From an optimization exercise on the open Yosys and OpenROAD flow, aimed at small area, a short achievable clock period and few clock cycles per item; shortcuts taken in it are not production practice.
Only simulation tests tie the RTL to the original design; equivalence was not proved.

`design/flow/flow/run.sh`:
```
#!/bin/bash
# Layout: the standard flow (standard.sh) with changes to how cells are
# picked and how hard timing is repaired: synthesis leaves adders to ABC instead
# of mapping them onto the library's full- and half-adder cells (ADDER_MAP_FILE
# empty; registers are untouched), the port buffers are buf_1, the smallest
# buffer, clock tree synthesis uses clkbuf_8 and clkbuf_16 and adds no dummy loads, and the
# setup repair aims at 7 ns of slack. make's output goes to flow_standard.log;
# each ORFS step keeps its own log under orfs/logs.
set -uo pipefail
export ADDER_MAP_FILE=
export BUFFER_PORTS_ARGS="-buffer_cell sky130_fd_sc_hd__buf_1"
export CTS_ARGS="-sink_clustering_enable -repair_clock_nets -dont_use_dummy_load -buf_list {sky130_fd_sc_hd__clkbuf_8 sky130_fd_sc_hd__clkbuf_16}"
bash standard.sh SETUP_SLACK_MARGIN=7 finish > flow_standard.log 2>&1
```
`design/flow/standard.sh`:
```
#!/bin/bash
# synth_recipe.tcl (not shown) runs the flow's synth.tcl, then flattens the netlist and writes it again
# the make line also repeats each setting of config.mk as NAME=value (left out here)
make -C /OpenROAD-flow-scripts/flow DESIGN_CONFIG=/design/flow/config.mk WORK_HOME=/design/flow/orfs CLKGATE_MAP_FILE= SYNTH_SCRIPT=/design/flow/synth_recipe.tcl "${@:-finish}"
```
`design/flow/config.mk`:
```
export PLATFORM = sky130hd
export DESIGN_NAME = sha1_cumulative_part_digest
export DESIGN_NICKNAME = sha1_cumulative_part_digest
export VERILOG_FILES = /design/flow/design.v
export SDC_FILE = /design/flow/constraint.sdc
export NUM_CORES = 4
export LEC_CHECK = 0
export ABC_AREA = 1
export CAP_MARGIN = 20
export CORE_MARGIN = 2
export CORE_UTILIZATION = 40
export PLACE_DENSITY = 0.6
export SLEW_MARGIN = 20
```
`design/flow/constraint.sdc`:
```
create_clock -name core_clock -period 10.0 [get_ports {i_clk}]
set_input_delay 2.0000 -clock core_clock [delete_from_list [all_inputs] [get_ports {i_clk}]]
set_output_delay 2.0000 -clock core_clock [all_outputs]
set_load 0.01 [all_outputs]
```
`design/flow/design.v`:
```
`default_nettype none
package scpd_pkg;
    localparam logic [26:0] PART_SIZE_RESET = 27'd32768;    
    localparam logic [26:0] PART_SIZE_MAX   = 27'd67108864;
    localparam logic [60:0] TOTAL_MAX       = {61{1'b1}};
    localparam logic [1:0] KIND_PART  = 2'd1;
    localparam logic [1:0] KIND_FINAL = 2'd2;
    localparam logic [1:0] KIND_EMPTY = 2'd3;
    localparam logic [31:0] IV_A = 32'h67452301;
    localparam logic [31:0] IV_B = 32'hEFCDAB89;
    localparam logic [31:0] IV_C = 32'h98BADCFE;
    localparam logic [31:0] IV_D = 32'h10325476;
    localparam logic [31:0] IV_E = 32'hC3D2E1F0;
    localparam logic [31:0] K0 = 32'h5A827999;
    localparam logic [31:0] K1 = 32'h6ED9EBA1;
    localparam logic [31:0] K2 = 32'h8F1BBCDC;
    localparam logic [31:0] K3 = 32'hCA62C1D6;
endpackage
`default_nettype wire
`default_nettype none
module scpd_inc #(
    parameter int unsigned W = 8
) (
    input  wire logic [W-1:0] a,
    output logic [W-1:0]      y,
    output logic              co
);
    logic [W:0] c;
    always_comb begin
        c[0] = 1'b1;
        for (int i = 0; i < W; i++) begin
            if (i % 4 == 0 && i + 4 <= W) c[i+4] = c[i] & (&a[i +: 4]);
            if (i % 4 != 3 || i + 1 > W - (W % 4)) c[i+1] = c[i] & a[i];
        end
        y  = a ^ c[W-1:0];
        co = c[W];
    end
endmodule
`default_nettype wire
`default_nettype none
module sha1_cumulative_part_digest (
    input  wire logic        i_clk,
    input  wire logic        i_rst_n,
    input  wire logic        psel,
    input  wire logic        penable,
    input  wire logic        pwrite,
    input  wire logic [2:0]  paddr,
    input  wire logic [31:0] pwdata,
    output logic [31:0]      prdata,
    output logic             pready,
    input  wire logic        i_push,
    output logic             o_full,
    input  wire logic [63:0] i_data_word,
    input  wire logic [3:0]  i_bytes_valid,
    input  wire logic        i_last_of_file,
    output logic             o_empty,
    input  wire logic        i_pop,
    output logic [31:0]      o_hash_a,
    output logic [31:0]      o_hash_b,
    output logic [31:0]      o_hash_c,
    output logic [31:0]      o_hash_d,
    output logic [31:0]      o_hash_e,
    output logic [31:0]      o_part_number,
    output logic [60:0]      o_end_offset,
    output logic             o_is_final,
    output logic             o_status
);
    logic [26:0] r_psize;
    logic        r_a2;
    assign pready = 1'b1;
    assign prdata = r_a2 ? 32'd0 : {5'd0, r_psize};
    always_ff @(posedge i_clk) begin
        r_a2 <= paddr[2];    
        if (!i_rst_n) begin
            r_psize <= scpd_pkg::PART_SIZE_RESET;
        end else if (psel && penable && pwrite && !paddr[2]) begin
            r_psize <= pwdata[26:0];
        end
    end
    logic [5:0]  r_c;
    logic [1:0]  r_phn;              
    logic        r_fch, r_fmaj;      
    logic        r_run;
    logic        r_c38, r_c39, r_c40, r_c41;   
    logic [31:0] w [16];
    logic [31:0] r_a, r_b, r_cc, r_d;
    logic [31:0] r_ekw, r_ekw1;      
    logic [31:0] h [5];
    logic        r_f;                
    logic        r_run_res, r_run_fin;
    logic [2:0]  r_wj;               
    logic        r_wfull;            
    logic        r_blk_res, r_blk_fin;
    logic        r_gact, r_gmark;    
    logic [60:0] r_total;            
    logic [31:0] r_pcount;           
    logic        r_cfin, r_cstat;    
    logic        r_held, r_oshown;   
    logic [26:0] r_bcnt;             
    logic [3:0]  r_dn;               
    logic [2:0]  r_dpb;              
    logic        r_dinc;             
    logic        r_dx;               
    logic        r_dr;               
    logic [1:0]  r_dk;               
    logic        r_wopp;
    logic       wr_opp, acc_ok, accept, wr_gen, wr, adv, is_empty, complete, load;
    logic [3:0] nb;
    assign wr_opp = r_wopp;
    assign acc_ok = wr_opp && !r_gact && !r_dr;
    assign o_full = !acc_ok;
    assign accept = i_push && acc_ok;
    assign wr_gen = wr_opp && r_gact;
    assign wr     = accept || wr_gen;
    assign adv    = wr && !(accept && is_empty);    
    assign nb       = (!i_last_of_file || i_bytes_valid > 4'd8) ? 4'd8 : i_bytes_valid;
    logic        d_empty, newf, lzero;
    logic [4:0]  lo;
    logic [60:0] live_total;
    logic [31:0] live_pcount;
    logic [27:0] bc_inc;
    logic [26:0] bsz;
    logic        part_hit;
    logic [53:0] tw_i;
    logic [31:0] pc_i;
    logic [26:0] bc_i;
    logic        tw_co, pc_co, bc_co;
    assign d_empty = (r_dn == 4'd0) && !r_dr;
    assign newf    = r_dx && !(r_gact && d_empty);
    assign lo      = {1'b0, r_total[6:3]} + {1'b0, r_dn};
    scpd_inc #(.W(54)) u_inc_total (.a(r_total[60:7]), .y(tw_i), .co(tw_co));
    scpd_inc #(.W(32)) u_inc_parts (.a(r_pcount), .y(pc_i), .co(pc_co));
    scpd_inc #(.W(27)) u_inc_blocks (.a(r_bcnt), .y(bc_i), .co(bc_co));
    always_comb begin
        if (newf)              live_total = {54'd0, r_dn, r_dpb};
        else if (lo[4] && tw_co) live_total = scpd_pkg::TOTAL_MAX;
        else                   live_total = {lo[4] ? tw_i : r_total[60:7], lo[3:0], r_total[2:0] | r_dpb};
    end
    assign live_pcount = newf ? {31'd0, r_dinc} : ((r_dinc && !pc_co) ? pc_i : r_pcount);
    assign lzero       = (r_dn == 4'd0) && (newf || (r_total == 61'd0));
    assign is_empty    = i_last_of_file && (nb == 4'd0) && lzero;
    assign bc_inc      = {bc_co, bc_i};
    always_comb begin
        if (r_psize == 27'd0)                         bsz = 27'd1;
        else if (r_psize > scpd_pkg::PART_SIZE_MAX)   bsz = scpd_pkg::PART_SIZE_MAX;
        else                                          bsz = r_psize;
    end
    assign part_hit = (bc_inc >= {1'b0, bsz});
    logic [63:0] pin, gword, wdata;
    always_comb begin
        for (int k = 0; k < 8; k++) begin
            if (!i_last_of_file || 4'(k) < nb)  pin[63-8*k -: 8] = i_data_word[63-8*k -: 8];
            else if (4'(k) == nb)               pin[63-8*k -: 8] = 8'h80;
            else                                pin[63-8*k -: 8] = 8'h00;
        end
    end
    assign gword = r_gmark ? {8'h80, 56'd0} : ((r_wj == 3'd7) ? {live_total, 3'b000} : 64'd0);
    assign wdata = r_gact ? gword : pin;
    logic res7, fin7;
    assign res7 = r_gact ? !r_gmark : (!i_last_of_file && part_hit);
    assign fin7 = r_gact && !r_gmark;
    assign complete = r_wfull || ((r_wj == 3'd7) && wr);
    assign load     = !r_run && (r_c == 6'd41) && complete && (!r_oshown || i_pop)
                      && !(r_dr && r_dk == scpd_pkg::KIND_EMPTY);
    logic        c41, sched, hp_sh, hq_sh, hclr;
    logic [31:0] xp, xq, ivp, ivq, sp, sq;
    logic [31:0] kn, f1, f2, t1, t2, z2, wn0, wn1;
    logic [31:0] lb [5];             
    assign c41   = r_c41;
    assign sched = r_run && (r_c < 6'd32);
    assign lb[0] = r_f ? scpd_pkg::IV_A : h[0];
    assign lb[1] = r_f ? scpd_pkg::IV_B : h[1];
    assign lb[2] = r_f ? scpd_pkg::IV_C : h[2];
    assign lb[3] = r_f ? scpd_pkg::IV_D : h[3];
    assign lb[4] = r_f ? scpd_pkg::IV_E : h[4];
    assign hp_sh = r_run && (r_c38 || r_c39 || r_c40);
    assign hq_sh = r_run && (r_c39 || r_c40);
    assign xp    = r_c40 ? r_a : {r_a[1:0], r_a[31:2]};
    assign xq    = r_c40 ? r_b : {r_b[1:0], r_b[31:2]};
    assign ivp   = r_c40 ? scpd_pkg::IV_A : (r_c39 ? scpd_pkg::IV_C : scpd_pkg::IV_E);
    assign ivq   = r_c40 ? scpd_pkg::IV_B : scpd_pkg::IV_D;
    assign sp    = bk_add(r_f ? ivp : h[4], xp);
    assign sq    = bk_add(r_f ? ivq : h[3], xq);
    function automatic logic [31:0] kof(input logic [1:0] ph);
        logic [31:0] k;
        unique case (ph)
            2'd0:    k = scpd_pkg::K0;
            2'd1:    k = scpd_pkg::K1;
            2'd2:    k = scpd_pkg::K2;
            default: k = scpd_pkg::K3;
        endcase
        kof = k;
    endfunction
    function automatic logic [31:0] ks_add(input logic [31:0] x, input logic [31:0] y);
        logic [31:0] g, p, gg, pp;
        g  = x & y;
        p  = x ^ y;
        gg = g;
        pp = p;
        for (int d = 1; d < 32; d = d * 2) begin
            for (int i = 31; i >= d; i--) begin
                gg[i] = gg[i] | (pp[i] & gg[i-d]);
                pp[i] = pp[i] & pp[i-d];
            end
        end
        ks_add = p ^ {gg[30:0], 1'b0};
    endfunction
    function automatic logic [31:0] bk_add(input logic [31:0] x, input logic [31:0] y);
        logic [31:0] g, p, gg, pp;
        g  = x & y;
        p  = x ^ y;
        gg = g;
        pp = p;
        for (int d = 1; d < 32; d = d * 2) begin
            for (int i = 2 * d - 1; i < 32; i = i + 2 * d) begin
                gg[i] = gg[i] | (pp[i] & gg[i-d]);
                pp[i] = pp[i] & pp[i-d];
            end
        end
        for (int d = 8; d >= 1; d = d / 2) begin
            for (int i = 3 * d - 1; i < 32; i = i + 2 * d) begin
                gg[i] = gg[i] | (pp[i] & gg[i-d]);
                pp[i] = pp[i] & pp[i-d];
            end
        end
        bk_add = p ^ {gg[30:0], 1'b0};
    endfunction
    function automatic logic [31:0] bk_add3(input logic [31:0] x, input logic [31:0] y,
                                            input logic [31:0] z);
        bk_add3 = bk_add(x ^ y ^ z, {(x[30:0] & y[30:0]) | (x[30:0] & z[30:0]) | (y[30:0] & z[30:0]), 1'b0});
    endfunction
    function automatic logic [31:0] fof(input logic ch, input logic maj, input logic [31:0] x,
                                        input logic [31:0] y, input logic [31:0] z);
        logic [31:0] f;
        if (ch)       f = (x & y) | (~x & z);
        else if (maj) f = (x & y) | (x & z) | (y & z);
        else          f = x ^ y ^ z;
        fof = f;
    endfunction
    assign kn   = kof(r_phn);         
    assign f1   = fof(r_fch, r_fmaj, r_b, r_cc, r_d);
    assign f2   = fof(r_fch, r_fmaj, r_a, {r_b[1:0], r_b[31:2]}, r_cc);
    assign t1   = {r_a[26:0], r_a[31:27]} + f1 + r_ekw;
    assign z2   = f2 + r_ekw1;
    assign t2   = ks_add({t1[26:0], t1[31:27]}, z2);
    assign wn0  = {w[13][30:0] ^ w[8][30:0] ^ w[2][30:0] ^ w[0][30:0],
                   w[13][31] ^ w[8][31] ^ w[2][31] ^ w[0][31]};
    assign wn1  = {w[14][30:0] ^ w[9][30:0] ^ w[3][30:0] ^ w[1][30:0],
                   w[14][31] ^ w[9][31] ^ w[3][31] ^ w[1][31]};
    always_ff @(posedge i_clk) begin
        for (int i = 0; i < 14; i++) w[i] <= w[i+2];
        if (wr_opp) begin
            w[14] <= wdata[63:32];
            w[15] <= wdata[31:0];
        end else begin
            w[14] <= sched ? wn0 : w[0];
            w[15] <= sched ? wn1 : w[1];
        end
        if (c41) begin
            r_a  <= lb[0];
            r_b  <= lb[1];
            r_cc <= lb[2];
            r_d  <= lb[3];
        end else begin
            r_a  <= t2;
            r_b  <= t1;
            r_cc <= {r_a[1:0], r_a[31:2]};
            r_d  <= {r_b[1:0], r_b[31:2]};
        end
        r_ekw  <= bk_add3(c41 ? lb[4] : r_cc, kn, w[2]);
        r_ekw1 <= bk_add3(c41 ? lb[3] : {r_b[1:0], r_b[31:2]}, kn, w[3]);
        if (hclr) begin
            for (int k = 0; k < 5; k++) h[k] <= 32'd0;
        end else begin
            if (hp_sh) begin
                h[0] <= sp;
                h[2] <= h[0];
                h[4] <= h[2];
            end
            if (hq_sh) begin
                h[1] <= sq;
                h[3] <= h[1];
            end
        end
    end
    logic       popping, commit, run_n, wfull_n;
    logic [5:0] c_n;
    logic [2:0] wj_n;
    assign popping = i_pop && r_oshown;
    assign commit  = !r_held;
    assign hclr    = commit && r_dr && (r_dk == scpd_pkg::KIND_EMPTY);    
    always_comb begin
        c_n   = r_c + 6'd1;
        run_n = r_run;
        if (r_run) begin
            if (r_c == 6'd40) begin
                run_n = 1'b0;
                c_n   = 6'd41;
            end
        end else if (r_c == 6'd41) begin
            if (load) begin
                run_n = 1'b1;
                c_n   = 6'd0;
            end else begin
                c_n = 6'd34;
            end
        end
        wj_n = r_wj + {2'd0, adv};
        wfull_n = r_wfull;
        if (adv && r_wj == 3'd7 && !load) wfull_n = 1'b1;
        if (load) wfull_n = 1'b0;
    end
    always_ff @(posedge i_clk) begin
        if (!i_rst_n) begin
            r_run     <= 1'b0;
            r_c       <= 6'd34;
            r_c38     <= 1'b0;
            r_c39     <= 1'b0;
            r_c40     <= 1'b0;
            r_wopp    <= 1'b1;
            r_c41     <= 1'b0;
            r_phn     <= 2'd0;
            r_fch     <= 1'b1;
            r_fmaj    <= 1'b0;
            r_f       <= 1'b1;
            r_run_res <= 1'b0;
            r_run_fin <= 1'b0;
            r_wj      <= 3'd0;
            r_wfull   <= 1'b0;
            r_blk_res <= 1'b0;
            r_blk_fin <= 1'b0;
            r_gact    <= 1'b0;
            r_gmark   <= 1'b0;
            r_held    <= 1'b0;
            r_oshown  <= 1'b0;
            r_cfin    <= 1'b0;
            r_cstat   <= 1'b0;
            r_total   <= 61'd0;
            r_pcount  <= 32'd0;
            r_bcnt    <= 27'd0;
            r_dn      <= 4'd0;
            r_dx      <= 1'b0;
            r_dr      <= 1'b0;
            r_dk      <= 2'd0;
            r_dpb     <= 3'd0;
            r_dinc    <= 1'b0;
        end else begin
            r_c38 <= (r_c == 6'd37);
            r_c39 <= (r_c == 6'd38);
            r_c40 <= (r_c == 6'd39);
            r_c41 <= (r_c == 6'd40);
            r_c   <= c_n;
            r_run <= run_n;
            r_wopp <= !wfull_n && ((wj_n + 3'd1 - c_n[2:0]) == 3'd7) && (!run_n || (c_n >= 6'd34));
            r_wfull <= wfull_n;
            if (r_run && r_c == 6'd40) r_f <= r_run_fin;
            if (load) begin
                r_fch   <= 1'b1;
                r_fmaj  <= 1'b0;
            end else if (r_run) begin
                r_fch   <= (r_phn == 2'd0);
                r_fmaj  <= (r_phn == 2'd2);
            end
            if (r_c == 6'd40) r_phn <= 2'd0;
            else if (r_run && (r_c == 6'd8 || r_c == 6'd18 || r_c == 6'd28)) r_phn <= r_phn + 2'd1;
            r_wj <= wj_n;
            if (adv) begin
                if (r_wj == 3'd7) begin
                    r_blk_res <= res7;
                    r_blk_fin <= fin7;
                end
            end
            if (load) begin
                r_run_res <= r_wfull ? r_blk_res : res7;
                r_run_fin <= r_wfull ? r_blk_fin : fin7;
            end
            if (wr_gen) begin
                r_gmark <= 1'b0;
                if (!r_gmark && r_wj == 3'd7) r_gact <= 1'b0;
            end
            if (commit) begin
                r_dn   <= 4'd0;
                r_dpb  <= 3'd0;
                r_dinc <= 1'b0;
                r_dx   <= r_dr ? (r_dk != scpd_pkg::KIND_PART) : (r_dx && d_empty);
                r_dr   <= 1'b0;
            end
            if (accept) begin
                if (i_last_of_file) begin
                    r_dr   <= 1'b1;
                    r_dk   <= is_empty ? scpd_pkg::KIND_EMPTY : scpd_pkg::KIND_FINAL;
                    r_dn   <= (commit ? 4'd0 : r_dn) + {3'd0, nb[3]};
                    r_dpb  <= nb[3] ? 3'd0 : nb[2:0];
                    r_dinc <= !is_empty;
                    r_bcnt <= 27'd0;
                    if (!is_empty) begin
                        r_gact  <= 1'b1;
                        r_gmark <= (nb == 4'd8);
                    end
                end else begin
                    r_dn <= (commit ? 4'd0 : r_dn) + 4'd1;
                    if (r_wj == 3'd7) begin
                        if (part_hit) begin
                            r_dr   <= 1'b1;
                            r_dk   <= scpd_pkg::KIND_PART;
                            r_dinc <= 1'b1;
                            r_bcnt <= 27'd0;
                        end else begin
                            r_bcnt <= bc_inc[26:0];
                        end
                    end
                end
            end
            if (popping) begin
                r_held   <= 1'b0;
                r_oshown <= 1'b0;
            end
            if (commit) begin
                r_total  <= live_total;
                r_pcount <= live_pcount;
                r_cfin   <= (r_dk != scpd_pkg::KIND_PART);
                r_cstat  <= (r_dk == scpd_pkg::KIND_EMPTY);
                r_held   <= r_dr;
                if (r_dr && r_dk == scpd_pkg::KIND_EMPTY) r_oshown <= 1'b1;
            end
            if (r_run && r_c == 6'd40 && r_run_res) r_oshown <= 1'b1;
        end
    end
    assign o_empty       = !r_oshown;
    assign o_status      = r_cstat;
    assign o_is_final    = r_cfin;
    assign o_hash_a      = h[0];
    assign o_hash_b      = h[1];
    assign o_hash_c      = h[2];
    assign o_hash_d      = h[3];
    assign o_hash_e      = h[4];
    assign o_part_number = r_pcount;
    assign o_end_offset  = r_total;
endmodule
`default_nettype wire
```
==> reports/results.tsv, run 1 <==
stage	metric	value	unit
clocking	clock-pin slew on the worst setup and hold paths	0.06	ns
floorplanning	die area	141000	um2
floorplanning	number of core rows	136	
final_layout	Non-Filler Instances	11319	
floorplanning	die span in x	376	um
sta	worst-margin pin slew	1.34	ns
place	Post-DP Area	58900	um2
worst_setup_path	Worst EP arrival	4.61	ns
routing	ANT nets after route	0	
clocking	CTS Buf Count	114	
place	Placed Cells	10319	
routing	Vias/cell	5.47	
worst_setup_path	Slowest-stage cell, CP	dfxtp_2	
global_route	vias in the first global route	56941	
worst_setup_path	startpoint types	register	
place	Placer Congestion	1.01	
logic_synthesis	Mapped Area	55400	um2
routing	DR pass1 iterations	6	
logic_synthesis	Synth Warn #	7	
final_layout	layout cells sized above 1	0.346	
global_route	largest net degree at the start of global routing	113	
logic_synthesis	Synth async-reset ratio	0	
worst_setup_path	RR Endpoint	r_a[26]	
sta	clock tree skew after final layout	0.0944	ns
worst_setup_path	Reg-to-Reg Start	r_b[1]	
worst_setup_path	crit-path max FO	5	
routing	Routed WL per cell	23.0	um
logic_synthesis	post-synthesis sequential area ratio	0.381	
worst_setup_path	Worst setup EP type	register	
final_layout	final core utilization	0.591	
sta	hold_ws	0.268	ns
global_route	total gr overflow	0	
min_path	hold endpoint	w[2][5]	
floorplanning	area of the core	137000	um2
routing	DR iter-0 viols	6360	
logic_synthesis	Top FF cell, synth	dfxtp_1	
sta	RSZ-0062 raised after global routing	yes	
logic_synthesis	top-area cell type share of the netlist area	0.381	
clocking	Skew-Pair Late Insertion Delay	0.76	ns
clocking	CTS tree	done	
job	Max-Cap Viols	0	
sta	fin crit share	0.398	
clocking	Longest Clk Path Bufs	3	
worst_setup_path	Critical Path RT	10.63	ns
logic_synthesis	cell taking the most area after synthesis	dfxtp_1	
clocking	H-tree depth	3	
place	hpwl dp	171	mm
sta	fin. max-slew vios	0	
final_layout	nets	9632	
sta	min Tclk post-route	3.98	ns
clocking	CTS Sinks	1055	
logic_synthesis	Mapped Cells	8360	
clocking	clock root buffer	clkbuf_16	
logic_synthesis	Yosys reg bits	1055	
min_path	Hold Crit Class	register to register	
final_layout	Syn-to-layout area delta	46.8	%
min_path	HP Start	w[4][5]	
floorplanning	io pins	401	
logic_synthesis	top area cells in the synthesized netlist	dfxtp_1 (38%), nand2_1 (16%), inv_1 (7.2%)	
worst_setup_path	most frequent CP cell	nand2_2	
logic_synthesis	Synth top cells by count	nand2_1 (2412), inv_1 (1060), dfxtp_1 (1055), nor2_1 (712), o21ai_0 (687)	
worst_setup_path	FF-to-FF path depth	32	
min_path	Hold Path Depth	0	
worst_setup_path	flop-to-flop setup slack	6.02	ns
routing	routed via count	61882	
sta	Sum Neg Setup Slack	0	ns
sta	Max-slew headroom	0.107	
place	Port Buf Inserts	387	
sta	Hold Vio Cnt, Final	0	
logic_synthesis	Post-synth EDFFs	0	
worst_setup_path	crit-path max cell delay	0.34	ns
sta	# setup viols final	0	
floorplanning	Die Y	376	um
logic_synthesis	syn avg cell area	6.63	um2
logic_synthesis	leading cell type by number of instances after synthesis	nand2_1	
sta	Fmax	251	MHz
worst_setup_path	Worst Setup Path Type	register to register	
final_layout	Finished Cell Area	81300	um2
clocking	Post-CTS Hold Fix Bufs	0	
global_route	initial antenna violation count	10	
logic_synthesis	Cell variety after synth	65	
routing	final WL	260	mm
global_route	Total Routing Usage GR	0.342	
floorplanning	initial core utilization	0.403	
global_route	first-pass GRT wire length	361	mm
outcome	status	finished clean	
routing	Residual DRC	0	
[per-stage QoR]
step	worst slack (ns)
2_1_floorplan	6.45
3_3_place_gp	4.44
3_5_place_dp	4.39
4_1_cts	6.12
5_1_grt	5.90
6_report	6.02
[timing repair]
| item | CTS | global route |
|---|---|---|
| endpoints found under the setup margin | 742 | 661 |
| pin swaps | 375 | 397 |
| cloned | 37 | 7 |
| setup buffers | 597 | 239 |
| gates resized for setup | 2610 | 916 |
[cells in the final DEF, fill, tap and decap left out, types with 59 or more instances in the layout]
master,n
a21oi_1,388
a21oi_2,113
buf_1,101
buf_4,643
buf_6,451
clkbuf_16,120
dfxtp_1,711
dfxtp_2,169
dfxtp_4,175
inv_1,938
inv_2,91
nand2_1,1868
nand2_2,389
nand2_4,163
nand3_1,278
nand3_2,98
nor2_1,492
nor2_2,93
nor2_4,146
o211ai_1,120
o21ai_0,508
o21ai_1,87
o21ai_2,59
or2_2,64
xnor2_1,237
xor2_1,203
[how the worst max path moves through the flow]
stage	endpoint	start	slack [ns]
after floorplan	r_wopp	i_last_of_file	6.45
after global placement	r_a[24]	r_fch	4.44
after detailed placement	r_a[24]	r_fch	4.39
after CTS	r_a[30]	r_fmaj	6.12
after global routing	r_a[20]	r_fmaj	5.90
final	r_a[26]	r_b[1]	6.02
[flip-flops by register name, summed over array words and instances, names as in the netlist, 2 cells and up]
register and count:
h 160, r_a 32, r_b 32, r_bcnt 27, r_c 6, r_cc 32
r_d 32, r_dk 2, r_dn 4, r_dpb 3, r_ekw 32, r_ekw1 32
r_pcount 32, r_phn 2, r_psize 27, r_total 61, r_wj 3, w 512
[kinds of logic (layout without fill, tap and decap cells)]
logic type / after synthesis / after routing / synth area share
compound gates: 1559 / 1561 / 0.155
fa+ha+maj: 5 / 5 / 0.000903
xor+xnor: 503 / 503 / 0.0795
buf+inv: 1350 / 2502 / 0.0943
other cells: 2 / 12 / 0.000136
simple gates: 3886 / 3887 / 0.289
flops: 1055 / 1055 / 0.381
[metal layers]
metal	up-vias	GRT usage	part of all wire
li1	28963	-	-
met1	29212	0.425	0.39
met2	2948	0.552	0.45
met3	753	0.0712	0.092
met4	6	0.187	0.068
met5	-	0	0.00014
[critical path: cells and delay by family, from the launching register on]
kind	cells	cell delay (ns)
simple gates	27	2.65
compound gates	1	0.19
flops	1	0.34
buf+inv	4	0.65
[final cells by class]
| class | count | area, um2 |
|---|---|---|
| fillers | 12185 | 56200 |
| repair inverters | 12 | 154 |
| repair buffers | 1298 | 12500 |
| multi-input cells | 5962 | 37200 |
| diodes | 6 | 15.0 |
| well taps | 1794 | 2240 |
| clock buffers | 114 | 2850 |
| inverters | 1078 | 4290 |
| flip-flops and latches | 1055 | 22000 |
Testbench counts, summed over its fixed seeds: cycles 32,966, bytes 47,624.
==> run 2: changes to the inputs <==
--- a/design/flow/flow/run.sh
+++ b/design/flow/flow/run.sh
@@ -5,5 +5,5 @@
 # empty; registers are untouched), the port buffers are buf_1, the smallest
 # buffer, clock tree synthesis uses clkbuf_8 and clkbuf_16 and adds no dummy loads, and the
-# setup repair aims at 7 ns of slack. make's output goes to flow_standard.log;
+# setup repair aims at 6 ns of slack. make's output goes to flow_standard.log;
 # each ORFS step keeps its own log under orfs/logs.
 set -uo pipefail
@@ -11,3 +11,3 @@
 export BUFFER_PORTS_ARGS="-buffer_cell sky130_fd_sc_hd__buf_1"
 export CTS_ARGS="-sink_clustering_enable -repair_clock_nets -dont_use_dummy_load -buf_list {sky130_fd_sc_hd__clkbuf_8 sky130_fd_sc_hd__clkbuf_16}"
-bash standard.sh SETUP_SLACK_MARGIN=7 finish > flow_standard.log 2>&1
+bash standard.sh SETUP_SLACK_MARGIN=6 finish > flow_standard.log 2>&1
==> reports/results.tsv, run 2 <==
stage	metric	value	unit	change
outcome	status	finished clean		
floorplanning	initial core utilization	0.403		unchanged
worst_setup_path	CP bufs+invs	5		+1
floorplanning	die area	141000	um2	unchanged
logic_synthesis	Synth Warn #	7		unchanged
floorplanning	die span in x	376	um	unchanged
sta	min Tclk post-route	4.04	ns	+0.0634 ns
global_route	first-pass GRT wire length	334	mm	-7.6%
place	Placer Congestion	0.987		-2.1%
logic_synthesis	Post-synth EDFFs	0		unchanged
place	hpwl dp	173	mm	+0.84%
final_layout	max reg flops	512		unchanged
global_route	largest net degree at the start of global routing	121		+7.1%
routing	routed via count	57524		-7.0%
sta	Hold Vio Cnt, Final	0		unchanged
logic_synthesis	Yosys reg bits	1055		unchanged
logic_synthesis	Mapped Cells	8360		unchanged
final_layout	Top reg by flops	w		
sta	worst-margin pin slew	1.29	ns	-0.0509 ns
logic_synthesis	syn avg cell area	6.63	um2	unchanged
final_layout	layout cells sized above 1	0.184		-0.162
global_route	total gr overflow	0		unchanged
worst_setup_path	Worst EP arrival	4.64	ns	+0.03 ns
global_route	vias in the first global route	52344		-8.1%
logic_synthesis	leading cell type by number of instances after synthesis	nand2_1		
logic_synthesis	Mapped Area	55400	um2	unchanged
floorplanning	area of the core	137000	um2	unchanged
worst_setup_path	crit-path max cell delay	0.33	ns	about the same
worst_setup_path	Slowest-stage cell, CP	dfxtp_2		
final_layout	multi-input logic area	34000	um2	-8.5%
logic_synthesis	top area cells in the synthesized netlist	dfxtp_1 (38%), nand2_1 (16%), inv_1 (7.2%)		
worst_setup_path	most frequent CP cell	nand2_1		
routing	Residual DRC	0		unchanged
routing	Routed WL per cell	22.0	um	-4.2%
sta	fin. max-slew vios	0		unchanged
final_layout	register area	21300	um2	-3.0%
sta	fin crit share	0.404		+0.00634
worst_setup_path	Top delay family on crit path	simple AND/OR/NAND/NOR gates		
worst_setup_path	startpoint types	register		
routing	final WL	236	mm	-9.4%
logic_synthesis	Synth top cells by count	nand2_1 (2412), inv_1 (1060), dfxtp_1 (1055), nor2_1 (712), o21ai_0 (687)		
min_path	Hold Crit Class	register to register		
logic_synthesis	top-area cell type share of the netlist area	0.381		unchanged
sta	Max-slew headroom	0.132		+0.0249
place	Port Buf Inserts	387		unchanged
clocking	CTS Buf Count	113		-0.88%
clocking	Skew-Pair Late Insertion Delay	0.75	ns	about the same
logic_synthesis	Top FF cell, synth	dfxtp_1		
global_route	Total Routing Usage GR	0.316		-0.0262
final_layout	Syn-to-layout area delta	25.1	%	
global_route	initial antenna violation count	8		-2
logic_synthesis	Cell variety after synth	65		unchanged
clocking	H-tree depth	3		unchanged
final_layout	most frequent cells in the layout	nand2_1 (1959), inv_1 (989), dfxtp_1 (958)		
sta	# setup viols final	0		unchanged
logic_synthesis	cell taking the most area after synthesis	dfxtp_1		
worst_setup_path	crit-path max FO	4		-1
logic_synthesis	post-synthesis sequential area ratio	0.381		unchanged
floorplanning	Die Y	376	um	unchanged
job	Max-Cap Viols	0		unchanged
routing	Vias/cell	5.38		-1.7%
sta	Sum Neg Setup Slack	0	ns	unchanged
logic_synthesis	Synth async-reset ratio	0		unchanged
final_layout	top flop regs	w x512, h x160, r_total x61		
sta	RSZ-0062 raised after global routing	yes		
clocking	CTS tree	done		
worst_setup_path	Worst Setup Path Type	register to register		
final_layout	fill count	13742		+13%
sta	Fmax	247	MHz	-1.6%
clocking	Longest Clk Path Bufs	3		unchanged
routing	DR pass1 iterations	7		+1
routing	DR iter-0 viols	5355		-16%
final_layout	nets	9014		-6.4%
floorplanning	io pins	401		unchanged
sta	clock tree skew after final layout	0.0749	ns	-0.0196 ns
worst_setup_path	Critical Path RT	10.59	ns	-0.04 ns
final_layout	commonest non-fill, non-tap cell in the layout	nand2_1		
clocking	clock-pin slew on the worst setup and hold paths	0.06	ns	about the same
clocking	CTS Sinks	1055		unchanged
worst_setup_path	Worst setup EP type	register		
clocking	clock root buffer	clkbuf_16		
routing	ANT nets after route	0		unchanged
floorplanning	number of core rows	136		unchanged
[run 2: cell counts after synthesis]
No cell type changed its count.
[run 2: final timing paths]
path                                start       end  slack, ns  cells after the start
worst max-delay path               r_b[1]   r_a[29]       5.96                     30
worst min-delay path            w[10][22]  w[8][22]       0.28                      0
worst min register to register  w[10][22]  w[8][22]       0.28                      0
worst max register to register     r_b[1]   r_a[29]       5.96                     30
[run 2: cell type report]
class / count / area share
tap: 1794 / 0.0324
inverter: 1078 / 0.0605
multi-input combinational: 5959 / 0.491
clock buffer: 113 / 0.0408
timing repair buffer: 691 / 0.0661
timing repair inverter: 5 / 0.000776
antenna: 6 / 0.000217
sequential: 1055 / 0.308
[run 2: metrics by stage]
| step | area [um2] | instances | setup slack [ns] | util | hold slack, ns |
|---|---|---|---|---|---|
| 2_1_floorplan | 55400 | 8364 | 6.27 | - | 0.310 |
| 3_3_place_gp | 58400 | 10323 | 3.97 | 0.425 | 0.310 |
| 3_5_place_dp | 58400 | 10323 | 3.97 | 0.425 | 0.312 |
| 4_1_cts | 64400 | 10526 | 5.90 | 0.468 | 0.276 |
| 5_1_grt | 69300 | 10695 | 5.70 | 0.504 | 0.282 |
| 6_report | 69300 | 10701 | 5.96 | 0.504 | 0.281 |
[run 2: logic make-up (layout without fill, tap and decap cells)]
logic type               count (synthesis)  count (layout)  synth area share
XOR/XNOR                               503             503            0.0795
flip-flops                            1055            1055             0.381
AND/OR/NAND/NOR                       3886            3886             0.289
AO/OA/AOI/OAI                         1559            1559             0.155
adder cells (fa/ha/maj)                  5               5          0.000903
other                                    2              12          0.000136
buffers and inverters                 1350            1887            0.0943
[run 2: repair_timing]
action                     in CTS  in global routing
setup endpoints to repair     172                181
gates resized for setup       621                989
hold buffers                    0                  0
gates cloned                   13                  7
hold endpoints to repair        0                  0
buffers inserted               77                162
pin swaps                      59                320
[run 2: per-layer routing]
metal	GRT usage	part of all wire
met1	0.406	0.41
met2	0.509	0.45
met3	0.0638	0.088
met4	0.142	0.054
met5	0	0.00031

afterwards: timing with drivers on the ports:
The flow's constraints put no driver on any port. The routed layouts listed below were extracted and timed again, unchanged, in two steps. Step 1 (the two cells are an assumption about what drives the block):
set clk [get_ports {i_clk}]
set_driving_cell -lib_cell sky130_fd_sc_hd__clkbuf_16 $clk
set_driving_cell -lib_cell sky130_fd_sc_hd__buf_2 [delete_from_list [all_inputs] $clk]
Step 2, shift: input delay + t, output delay - t, t = (earliest + latest rising clock arrival at the registers) / 2. This alone moves slack from input paths to output paths. Three values: ideal ports, drivers, drivers and shift; two values: the first two.
run | t (ns) | setup WS [ns] | hold slack, ns | worst register clock-pin slew, ns | worst data-port slew with drivers (ns)
run 1 | 0.800 | 6.019 / 6.019 / 5.733 | 0.268 / 0.268 / 0.268 | 0.06 / 0.06 | 0.09
run 2 | 0.793 | 5.956 / 5.956 / 5.500 | 0.281 / 0.281 / 0.281 | 0.06 / 0.06 | 0.08
After both steps every run listed still meets setup and hold. The setup slack of run 2, which loses most, moves by 0.000 ns with the drivers and by -0.456 ns with both steps.
